This is an optimization exercise on Yosys and OpenROAD, whose aim is small area, a short achievable clock period and few clock cycles, not a production implementation. Only simulation tests tie the RTL to the original design; equivalence was not proved. Power figures rest on the tool's default switching activity, not on a simulated workload.

$ cat design/flow/run.sh
#!/bin/bash
# synth_recipe.tcl (not shown) runs the flow's synth.tcl, then flattens the netlist and writes it again
# the make line also repeats each setting of config.mk as NAME=value (left out here)
make -C /OpenROAD-flow-scripts/flow DESIGN_CONFIG=/design/flow/config.mk WORK_HOME=/design/flow/orfs CLKGATE_MAP_FILE= SYNTH_SCRIPT=/design/flow/synth_recipe.tcl finish
$ cat design/flow/design.v
`default_nettype none
package shell_pkg;
    localparam int ADDR_W     = 20;
    localparam int DATA_W     = 32;
    localparam int STRB_W     = DATA_W / 8;
    localparam int N_IRQ      = 16;
    localparam int MGMT_OFS_W = 16;
    localparam logic [ADDR_W-1:0] REGION0_BASE = 20'h0_0000;
    localparam logic [ADDR_W-1:0] REGION0_MASK = 20'hC_0000;
    localparam logic [ADDR_W-1:0] REGION1_BASE = 20'h4_0000;
    localparam logic [ADDR_W-1:0] REGION1_MASK = 20'hF_0000;
    localparam logic [ADDR_W-1:0] REGION2_BASE = 20'h5_0000;
    localparam logic [ADDR_W-1:0] REGION2_MASK = 20'hF_0000;
    localparam logic [MGMT_OFS_W-1:0] FW_CTRL_OFS    = 16'h0000;
    localparam logic [MGMT_OFS_W-1:0] FW_BLOCKED_OFS = 16'h0004;
    localparam int EMU_NREGS      = 16;
    localparam int EMU_IRQ_IDX    = 0;
    localparam int EMU_FINISH_IDX = 1;
    typedef enum logic [1:0] {
        RESP_OKAY   = 2'd0,
        RESP_SLVERR = 2'd2,
        RESP_DECERR = 2'd3
    } axil_resp_e;
    typedef enum logic [1:0] {
        REG_EMU,
        REG_CLKGEN,
        REG_MGMT,
        REG_NONE
    } region_e;
    typedef enum logic [1:0] {
        ST_IDLE,
        ST_REQ,
        ST_WAIT,
        ST_RESP
    } xact_state_e;
    typedef struct packed {
        logic [ADDR_W-1:0] addr;
        logic              write;
        logic [DATA_W-1:0] wdata;
        logic [STRB_W-1:0] wstrb;
    } axil_req_t;
    typedef struct packed {
        logic [DATA_W-1:0] rdata;
        axil_resp_e        resp;
    } axil_rsp_t;
endpackage
`default_nettype wire
`default_nettype none
module axil_demux (
    input  logic                 aclk,
    input  logic                 aresetn,
    input  logic                 req_valid_i,
    input  shell_pkg::axil_req_t req_i,
    output logic                 req_ready_o,
    output logic                 rsp_valid_o,
    output shell_pkg::axil_rsp_t rsp_o,
    input  logic                 rsp_ready_i,
    output logic                 emu_req_valid_o,
    output shell_pkg::axil_req_t emu_req_o,
    input  logic                 emu_req_ready_i,
    input  logic                 emu_rsp_valid_i,
    input  shell_pkg::axil_rsp_t emu_rsp_i,
    output logic                 emu_rsp_ready_o,
    output logic                 mgmt_req_valid_o,
    output shell_pkg::axil_req_t mgmt_req_o,
    input  logic                 mgmt_req_ready_i,
    input  logic                 mgmt_rsp_valid_i,
    input  shell_pkg::axil_rsp_t mgmt_rsp_i,
    output logic                 mgmt_rsp_ready_o
);
    shell_pkg::xact_state_e state_q;
    shell_pkg::region_e     region_q;
    shell_pkg::region_e     region_d;
    shell_pkg::axil_req_t   req_q;
    shell_pkg::axil_rsp_t   rsp_q;
    logic        req_hs;
    logic        sel_req_ready;
    logic        sel_rsp_valid;
    shell_pkg::axil_rsp_t   sel_rsp;
    always_comb begin
        if ((req_i.addr & shell_pkg::REGION0_MASK) == shell_pkg::REGION0_BASE)
            region_d = shell_pkg::REG_EMU;
        else if ((req_i.addr & shell_pkg::REGION1_MASK) == shell_pkg::REGION1_BASE)
            region_d = shell_pkg::REG_CLKGEN;
        else if ((req_i.addr & shell_pkg::REGION2_MASK) == shell_pkg::REGION2_BASE)
            region_d = shell_pkg::REG_MGMT;
        else
            region_d = shell_pkg::REG_NONE;
    end
    assign req_hs   = req_valid_i && (state_q == shell_pkg::ST_IDLE);
    assign sel_req_ready = (region_q == shell_pkg::REG_MGMT) ? mgmt_req_ready_i : emu_req_ready_i;
    assign sel_rsp_valid = (region_q == shell_pkg::REG_MGMT) ? mgmt_rsp_valid_i : emu_rsp_valid_i;
    assign sel_rsp       = (region_q == shell_pkg::REG_MGMT) ? mgmt_rsp_i : emu_rsp_i;
    assign req_ready_o      = (state_q == shell_pkg::ST_IDLE);
    assign rsp_valid_o      = (state_q == shell_pkg::ST_RESP);
    assign rsp_o            = rsp_q;
    assign emu_req_valid_o  = (state_q == shell_pkg::ST_REQ) && (region_q == shell_pkg::REG_EMU);
    assign emu_req_o        = req_q;
    assign emu_rsp_ready_o  = (state_q == shell_pkg::ST_WAIT) && (region_q == shell_pkg::REG_EMU);
    assign mgmt_req_valid_o = (state_q == shell_pkg::ST_REQ) && (region_q == shell_pkg::REG_MGMT);
    assign mgmt_req_o       = req_q;
    assign mgmt_rsp_ready_o = (state_q == shell_pkg::ST_WAIT) && (region_q == shell_pkg::REG_MGMT);
    always_ff @(posedge aclk or negedge aresetn) begin
        if (!aresetn) begin
            state_q  <= shell_pkg::ST_IDLE;
            region_q <= shell_pkg::REG_NONE;
        end else begin
            case (state_q)
                shell_pkg::ST_IDLE: begin
                    if (req_hs) begin
                        region_q <= region_d;
                        if (region_d == shell_pkg::REG_EMU || region_d == shell_pkg::REG_MGMT)
                            state_q <= shell_pkg::ST_REQ;
                        else
                            state_q <= shell_pkg::ST_RESP;
                    end
                end
                shell_pkg::ST_REQ: begin
                    if (sel_req_ready)
                        state_q <= shell_pkg::ST_WAIT;
                end
                shell_pkg::ST_WAIT: begin
                    if (sel_rsp_valid)
                        state_q <= shell_pkg::ST_RESP;
                end
                default: begin
                    if (rsp_ready_i)
                        state_q <= shell_pkg::ST_IDLE;
                end
            endcase
        end
    end
    always_ff @(posedge aclk) begin
        if (req_hs) begin
            req_q <= req_i;
            rsp_q <= {{shell_pkg::DATA_W{1'b0}}, shell_pkg::RESP_DECERR};
        end else if (state_q == shell_pkg::ST_WAIT && sel_rsp_valid) begin
            rsp_q <= sel_rsp;
        end
    end
endmodule
`default_nettype wire
`default_nettype none
module axil_firewall (
    input  logic                 aclk,
    input  logic                 aresetn,
    input  logic                 s_req_valid_i,
    input  shell_pkg::axil_req_t s_req_i,
    output logic                 s_req_ready_o,
    output logic                 s_rsp_valid_o,
    output shell_pkg::axil_rsp_t s_rsp_o,
    input  logic                 s_rsp_ready_i,
    output logic                 m_req_valid_o,
    output shell_pkg::axil_req_t m_req_o,
    input  logic                 m_req_ready_i,
    input  logic                 m_rsp_valid_i,
    input  shell_pkg::axil_rsp_t m_rsp_i,
    output logic                 m_rsp_ready_o,
    input  logic                 mgmt_req_valid_i,
    input  shell_pkg::axil_req_t mgmt_req_i,
    output logic                 mgmt_req_ready_o,
    output logic                 mgmt_rsp_valid_o,
    output shell_pkg::axil_rsp_t mgmt_rsp_o,
    input  logic                 mgmt_rsp_ready_i
);
    shell_pkg::xact_state_e             state_q;
    shell_pkg::axil_req_t               req_q;
    shell_pkg::axil_rsp_t               rsp_q;
    logic                    s_req_hs;
    logic                    decouple_q;
    logic [shell_pkg::DATA_W-1:0]       blocked_cnt_q;
    logic                    mgmt_hs;
    logic                    mgmt_rsp_valid_q;
    shell_pkg::axil_rsp_t               mgmt_rsp_q;
    shell_pkg::axil_rsp_t               mgmt_rsp_d;
    logic [shell_pkg::MGMT_OFS_W-1:0]   mgmt_ofs;
    assign s_req_hs      = s_req_valid_i && (state_q == shell_pkg::ST_IDLE);
    assign s_req_ready_o = (state_q == shell_pkg::ST_IDLE);
    assign s_rsp_valid_o = (state_q == shell_pkg::ST_RESP);
    assign s_rsp_o       = rsp_q;
    assign m_req_valid_o = (state_q == shell_pkg::ST_REQ);
    assign m_req_o       = req_q;
    assign m_rsp_ready_o = (state_q == shell_pkg::ST_WAIT);
    always_ff @(posedge aclk or negedge aresetn) begin
        if (!aresetn) begin
            state_q       <= shell_pkg::ST_IDLE;
            blocked_cnt_q <= '0;
        end else begin
            case (state_q)
                shell_pkg::ST_IDLE: begin
                    if (s_req_hs) begin
                        if (decouple_q) begin
                            state_q       <= shell_pkg::ST_RESP;
                            blocked_cnt_q <= blocked_cnt_q + 1'b1;
                        end else begin
                            state_q <= shell_pkg::ST_REQ;
                        end
                    end
                end
                shell_pkg::ST_REQ: begin
                    if (m_req_ready_i)
                        state_q <= shell_pkg::ST_WAIT;
                end
                shell_pkg::ST_WAIT: begin
                    if (m_rsp_valid_i)
                        state_q <= shell_pkg::ST_RESP;
                end
                default: begin
                    if (s_rsp_ready_i)
                        state_q <= shell_pkg::ST_IDLE;
                end
            endcase
        end
    end
    always_ff @(posedge aclk) begin
        if (s_req_hs) begin
            req_q <= s_req_i;
            rsp_q <= {{shell_pkg::DATA_W{1'b0}}, shell_pkg::RESP_SLVERR};
        end else if (state_q == shell_pkg::ST_WAIT && m_rsp_valid_i) begin
            rsp_q <= m_rsp_i;
        end
    end
    assign mgmt_ofs         = mgmt_req_i.addr[shell_pkg::MGMT_OFS_W-1:0];
    assign mgmt_hs          = mgmt_req_valid_i && !mgmt_rsp_valid_q;
    assign mgmt_req_ready_o = !mgmt_rsp_valid_q;
    assign mgmt_rsp_valid_o = mgmt_rsp_valid_q;
    assign mgmt_rsp_o       = mgmt_rsp_q;
    always_comb begin
        mgmt_rsp_d = {{shell_pkg::DATA_W{1'b0}}, shell_pkg::RESP_OKAY};
        case (mgmt_ofs)
            shell_pkg::FW_CTRL_OFS:    mgmt_rsp_d.rdata = {{(shell_pkg::DATA_W-1){1'b0}}, decouple_q};
            shell_pkg::FW_BLOCKED_OFS: mgmt_rsp_d.rdata = blocked_cnt_q;
            default:        mgmt_rsp_d.resp  = shell_pkg::RESP_SLVERR;
        endcase
    end
    always_ff @(posedge aclk or negedge aresetn) begin
        if (!aresetn) begin
            mgmt_rsp_valid_q <= 1'b0;
            decouple_q       <= 1'b0;
        end else if (mgmt_hs) begin
            mgmt_rsp_valid_q <= 1'b1;
            if (mgmt_req_i.write && mgmt_ofs == shell_pkg::FW_CTRL_OFS && mgmt_req_i.wstrb[0])
                decouple_q <= mgmt_req_i.wdata[0];
        end else if (mgmt_rsp_ready_i) begin
            mgmt_rsp_valid_q <= 1'b0;
        end
    end
    always_ff @(posedge aclk) begin
        if (mgmt_hs)
            mgmt_rsp_q <= mgmt_rsp_d;
    end
endmodule
`default_nettype wire
`default_nettype none
module emu_regs (
    input  logic                        aclk,
    input  logic                        aresetn,
    input  logic                        req_valid_i,
    input  shell_pkg::axil_req_t        req_i,
    output logic                        req_ready_o,
    output logic                        rsp_valid_o,
    output shell_pkg::axil_rsp_t        rsp_o,
    input  logic                        rsp_ready_i,
    output logic [shell_pkg::N_IRQ-1:0] irq_o,
    output logic                        finish_o
);
    logic [shell_pkg::DATA_W-1:0]            regs_q [shell_pkg::EMU_NREGS];
    logic [$clog2(shell_pkg::EMU_NREGS)-1:0] idx;
    logic                         req_hs;
    logic                         rsp_valid_q;
    shell_pkg::axil_rsp_t                    rsp_q;
    assign idx = req_i.addr[2 +: $clog2(shell_pkg::EMU_NREGS)];
    assign req_hs      = req_valid_i && !rsp_valid_q;
    assign req_ready_o = !rsp_valid_q;
    assign rsp_valid_o = rsp_valid_q;
    assign rsp_o       = rsp_q;
    always_ff @(posedge aclk or negedge aresetn) begin
        if (!aresetn) begin
            for (int i = 0; i < shell_pkg::EMU_NREGS; i++)
                regs_q[i] <= '0;
        end else if (req_hs && req_i.write) begin
            for (int b = 0; b < shell_pkg::STRB_W; b++) begin
                if (req_i.wstrb[b])
                    regs_q[idx][8*b +: 8] <= req_i.wdata[8*b +: 8];
            end
        end
    end
    always_ff @(posedge aclk or negedge aresetn) begin
        if (!aresetn)
            rsp_valid_q <= 1'b0;
        else if (req_hs)
            rsp_valid_q <= 1'b1;
        else if (rsp_ready_i)
            rsp_valid_q <= 1'b0;
    end
    always_ff @(posedge aclk) begin
        if (req_hs)
            rsp_q <= {regs_q[idx], shell_pkg::RESP_OKAY};
    end
    assign irq_o    = regs_q[shell_pkg::EMU_IRQ_IDX][shell_pkg::N_IRQ-1:0];
    assign finish_o = regs_q[shell_pkg::EMU_FINISH_IDX][0];
endmodule
`default_nettype wire
`default_nettype none
module shell_top (
    input  logic                        aclk,
    input  logic                        aresetn,
    input  logic                        req_valid_i,
    input  shell_pkg::axil_req_t        req_i,
    output logic                        req_ready_o,
    output logic                        rsp_valid_o,
    output shell_pkg::axil_rsp_t        rsp_o,
    input  logic                        rsp_ready_i,
    output logic [shell_pkg::N_IRQ-1:0] irq_o,
    output logic                        finish_o
);
    logic      dmx_emu_req_valid;
    shell_pkg::axil_req_t dmx_emu_req;
    logic      dmx_emu_req_ready;
    logic      dmx_emu_rsp_valid;
    shell_pkg::axil_rsp_t dmx_emu_rsp;
    logic      dmx_emu_rsp_ready;
    logic      dmx_mgmt_req_valid;
    shell_pkg::axil_req_t dmx_mgmt_req;
    logic      dmx_mgmt_req_ready;
    logic      dmx_mgmt_rsp_valid;
    shell_pkg::axil_rsp_t dmx_mgmt_rsp;
    logic      dmx_mgmt_rsp_ready;
    logic      fw_req_valid;
    shell_pkg::axil_req_t fw_req;
    logic      fw_req_ready;
    logic      fw_rsp_valid;
    shell_pkg::axil_rsp_t fw_rsp;
    logic      fw_rsp_ready;
    axil_demux u_demux (
        .aclk             (aclk),
        .aresetn          (aresetn),
        .req_valid_i      (req_valid_i),
        .req_i            (req_i),
        .req_ready_o      (req_ready_o),
        .rsp_valid_o      (rsp_valid_o),
        .rsp_o            (rsp_o),
        .rsp_ready_i      (rsp_ready_i),
        .emu_req_valid_o  (dmx_emu_req_valid),
        .emu_req_o        (dmx_emu_req),
        .emu_req_ready_i  (dmx_emu_req_ready),
        .emu_rsp_valid_i  (dmx_emu_rsp_valid),
        .emu_rsp_i        (dmx_emu_rsp),
        .emu_rsp_ready_o  (dmx_emu_rsp_ready),
        .mgmt_req_valid_o (dmx_mgmt_req_valid),
        .mgmt_req_o       (dmx_mgmt_req),
        .mgmt_req_ready_i (dmx_mgmt_req_ready),
        .mgmt_rsp_valid_i (dmx_mgmt_rsp_valid),
        .mgmt_rsp_i       (dmx_mgmt_rsp),
        .mgmt_rsp_ready_o (dmx_mgmt_rsp_ready)
    );
    axil_firewall u_firewall (
        .aclk             (aclk),
        .aresetn          (aresetn),
        .s_req_valid_i    (dmx_emu_req_valid),
        .s_req_i          (dmx_emu_req),
        .s_req_ready_o    (dmx_emu_req_ready),
        .s_rsp_valid_o    (dmx_emu_rsp_valid),
        .s_rsp_o          (dmx_emu_rsp),
        .s_rsp_ready_i    (dmx_emu_rsp_ready),
        .m_req_valid_o    (fw_req_valid),
        .m_req_o          (fw_req),
        .m_req_ready_i    (fw_req_ready),
        .m_rsp_valid_i    (fw_rsp_valid),
        .m_rsp_i          (fw_rsp),
        .m_rsp_ready_o    (fw_rsp_ready),
        .mgmt_req_valid_i (dmx_mgmt_req_valid),
        .mgmt_req_i       (dmx_mgmt_req),
        .mgmt_req_ready_o (dmx_mgmt_req_ready),
        .mgmt_rsp_valid_o (dmx_mgmt_rsp_valid),
        .mgmt_rsp_o       (dmx_mgmt_rsp),
        .mgmt_rsp_ready_i (dmx_mgmt_rsp_ready)
    );
    emu_regs u_emu_regs (
        .aclk        (aclk),
        .aresetn     (aresetn),
        .req_valid_i (fw_req_valid),
        .req_i       (fw_req),
        .req_ready_o (fw_req_ready),
        .rsp_valid_o (fw_rsp_valid),
        .rsp_o       (fw_rsp),
        .rsp_ready_i (fw_rsp_ready),
        .irq_o       (irq_o),
        .finish_o    (finish_o)
    );
endmodule
`default_nettype wire
$ cat design/flow/constraint.sdc
create_clock -name core_clock -period 5.0 [get_ports {aclk}]
set_input_delay 1.0000 -clock core_clock [delete_from_list [all_inputs] [get_ports {aclk}]]
set_output_delay 1.0000 -clock core_clock [all_outputs]
set_load 0.01 [all_outputs]
$ cat design/flow/config.mk
export PLATFORM = sky130hd
export DESIGN_NAME = shell_top
export DESIGN_NICKNAME = shell_top
export VERILOG_FILES = /design/flow/design.v
export SDC_FILE = /design/flow/constraint.sdc
export NUM_CORES = 4
export LEC_CHECK = 0
export CAP_MARGIN = 20
export CORE_MARGIN = 2
export CORE_UTILIZATION = 40
export PLACE_DENSITY = 0.6
export SLEW_MARGIN = 20
==> metrics.cfg <==
[status]
status = no timing/DRC/antenna violations

[die]
fp.coreArea_um2 = 81800
die-area_um2 = 84800
die_w_um = 291
start_util_pct = 40.3
ios = 114
die_h_um = 291
rows = 105

[timing]
relSlewSlack_pct = 20.2
timing.hold.ws_ns = 0.416
min_period_ns = 3.59
fin_tns_setup_ns = 0
hold_viol = 0
drv_slew = 0
setup_viol_count_final = 0
rsz0062_at_grt = no
period_share_pct = 71.7
setup_ws_ns = 1.41
tightestPinTransition_ns = 1.19
fmax_mhz = 279
clock_skew_ns = 0.0334

[pwr]
peakVddDrop_uv = 246
power.density_nw_per_um2 = 466
p_total_w = 0.0179
p_leak_nw = 17.1

[global_routing]
grt_max_degree = 91
antenna_found_initial = 3
grt_pass1_vias = 23300
track_usage_pct = 25.2
grt_overflow = 0
grt_pass1_wl_um = 158000

[routing]
vias = 22200
wl_per_cell_um = 28.6
drt-initial-drc-count = 2306
wl_um = 107000
ant_nets = 0
first_pass_iters = 6
routed_via_density = 5.95
drc = 0

[setup_path]
r2r-end = u_emu_regs.regs_q[11][9]$_DFFE_PN0P_
arrival_ns = 4.09
crit_type = flip-flop to flip-flop
worstPathRequired_ns = 5.51
r2r_cells = 4
critPathLaunchType = flip-flop
rrSetupSlack_ns = 1.41
timing.rr.start = u_firewall.req_q[39]$_DFFE_PN_
end_kind = flip-flop
critPathMaxFanout = 15

[placed_design]
io_buffer_count = 113
placed_area_um2 = 35500
place_congestion = 0.926
hpwlAfterDp_um = 70600
dp_slack_ns = 1.40

[clocking]
cts_hold_buf = 0
cts.path.max_buffers = 3
cts.sinks = 779
cts_resized = 0
cts_buffers = 87
cts.htree.levels = 3
postCtsSetupBuffers = 0
worst_skew_pair.late_latency_ns = 0.64
clk_pin_slew_ns = 0.06
clk_root_buffer_cell = clkbuf_16
cts_tree = yes

[synthesis]
syn_area_um2 = 33000
syn-num-nets = 2540
syn_inst = 2468
synth_top_area_share_pct = 41.8
syn_area_per_cell_um2 = 13.4
ys_warn_count = 4
yosysSeqAreaShare_pct = 60.4
synth_seq_cells = 779
synth_top_area_cell = dfrtp_1
synth_edf_count = 159
synthFlopType = dfrtp_1
synth.area.top_cells = dfrtp_1 (42%), edfxtp_1 (14%), mux2_1 (13%)
synthArstFlopShare_pct = 71.0
synth_cell_types = 66

[hold_path]
worstHoldPathType = primary input to async pin

[final_layout]
nets = 2663
final_cell_area_um2 = 38300
area_growth_syn_to_layout_pct = 16.2
fillCellCount = 7224
drive_gt1_share_pct = 14.9

[run]
maxCapViolCount = 0

## per-layer routing
metal	vias to the layer above	global-route usage, %	routed length (µm)
met1	11500	32.9	43900
li1	9361	-	-
met4	2	11.6	4860
met5	-	0	10
met2	1093	39.8	49200
met3	290	6.02	9020
## final cells by class
class,count,area [µm²],area share [%]
Inverter,15,58.8,0.153
Tap cell,1070,1340,3.49
Sequential cell,779,20000,52.0
Clock inverter,24,220,0.574
Clock buffer,137,2590,6.75
Timing Repair Buffer,191,1800,4.71
Antenna cell,1,2.50,0.00653
Multi-Input combinational cell,1517,12400,32.3
## per-stage QoR
step	util (%)	std cells
floorplan	-	2468
global placement	43.4	3570
detailed placement	43.4	3571
CTS	46.8	3732
global route	46.8	3733
finish	46.9	3734
## worst max-delay path by stage
stage                                    from                               endpoint  slack [ns]  cells past startpoint
2_1_floorplan                     req_valid_i             u_demux.req_q[0]$_DFFE_PP_        1.66                      3
3_3_place_gp   u_firewall.req_q[39]$_DFFE_PN_   u_emu_regs.regs_q[11][5]$_DFFE_PN0P_        1.47                      4
3_5_place_dp   u_firewall.req_q[39]$_DFFE_PN_  u_emu_regs.regs_q[11][21]$_DFFE_PN0P_        1.40                      4
4_1_cts        u_firewall.req_q[39]$_DFFE_PN_  u_emu_regs.regs_q[11][23]$_DFFE_PN0P_        1.37                      4
5_1_grt        u_firewall.req_q[40]$_DFFE_PN_         u_emu_regs.rsp_q[17]$_DFFE_PN_        1.30                      6
6_report       u_firewall.req_q[39]$_DFFE_PN_   u_emu_regs.regs_q[11][9]$_DFFE_PN0P_        1.41                      4
## synth_stat cells, drive strengths merged (26+ instances only)
| cell type | number |
|---|---|
| dfrtp | 551 |
| mux2 | 537 |
| nand2 | 167 |
| edfxtp | 159 |
| nor2 | 131 |
| clkbuf | 114 |
| a21oi | 88 |
| a22oi | 82 |
| mux2i | 79 |
| dfxtp | 67 |
| buf | 43 |
| a211oi | 37 |
| and2 | 37 |
| nor3 | 26 |
| o22ai | 26 |
## power breakdown
group / switching [W] / internal [W] / leakage [nW] / total, W
Sequential: 0.000788 / 0.00783 / 9.60 / 0.00862
Clock: 0.00258 / 0.00371 / 1.38 / 0.00630
Combinational: 0.00153 / 0.00141 / 6.13 / 0.00294
## cells in the final DEF (no fill, tap or decap), types with 11 or more instances in the layout
cell type / instances
o22ai_1: 26
dfxtp_1: 67
ha_1: 11
nand3_1: 25
a22o_1: 16
and2_1: 36
mux2i_1: 79
buf_4: 70
o21ai_0: 19
a21oi_1: 88
mux2_1: 388
a221oi_1: 24
clkbuf_1: 32
nor2_1: 118
and3_1: 12
a211oi_1: 37
clkbuf_16: 91
clkdlybuf4s50_1: 112
a32oi_1: 11
a22oi_1: 82
mux2_2: 149
edfxtp_1: 159
dfrtp_1: 551
nand2b_1: 14
clkbuf_8: 14
o32a_1: 15
nor2_2: 13
xnor2_1: 24
o221ai_1: 13
nand2_1: 167
nor3_1: 19
## state kept, by name, indices dropped and copies added, names as in the netlist
signal / count
u_emu_regs.regs_q: 512
u_firewall.mgmt_rsp_q: 33
u_emu_regs.rsp_q: 32
u_firewall.rsp_q: 33
u_emu_regs.rsp_valid_q: 1
u_firewall.state_q: 2
u_demux.rsp_q: 34
u_demux.region_q: 2
u_firewall.decouple_q: 1
u_demux.req_q: 53
u_firewall.mgmt_rsp_valid_q: 1
u_firewall.blocked_cnt_q: 32
u_demux.state_q: 2
u_firewall.req_q: 41
## critical path: stages, from the launching register on
cell      delay (ns)
edfxtp_1        0.85
and2_1          0.78
nand2_1         0.44
nor2_1          0.93
mux2_2          0.42
## logic make-up after synthesis
logic type / synth area share [%]
DFF: 60.4
muxes: 21.0
and+or+nand+nor: 6.42
AOI/OAI and AO/OA: 8.68
buffers and inverters: 2.23
xor gates and xnor gates: 0.822
adders and majority gates: 0.417
Testbench counts, summed over its fixed seeds: cycles 11,586.

## afterwards: timing with drivers on the ports
No port has a modelled driver above. Below, the same layout with a new extraction and two added sets of constraints. Step 1 assumes that a clkbuf_16 drives the clock port and a buf_2 every other input. Step 2, shift: input delay + t, output delay - t, t = (earliest + latest rising clock arrival at the registers) / 2. This alone moves slack from input paths to output paths. Three values: ideal ports, drivers, drivers and shift; two values: the first two.
t, ns: 0.693
setup WS [ns]: 1.414 / 1.414 / 1.414
worst setup path after step 2: register to register
slew at the worst register clock pin (ns): 0.06 / 0.06
pins driven straight from the clock port: 1
After both steps this run still meets setup and hold. For this run, drivers alone change the setup slack by 0.000 ns; drivers and shift together by 0.000 ns.
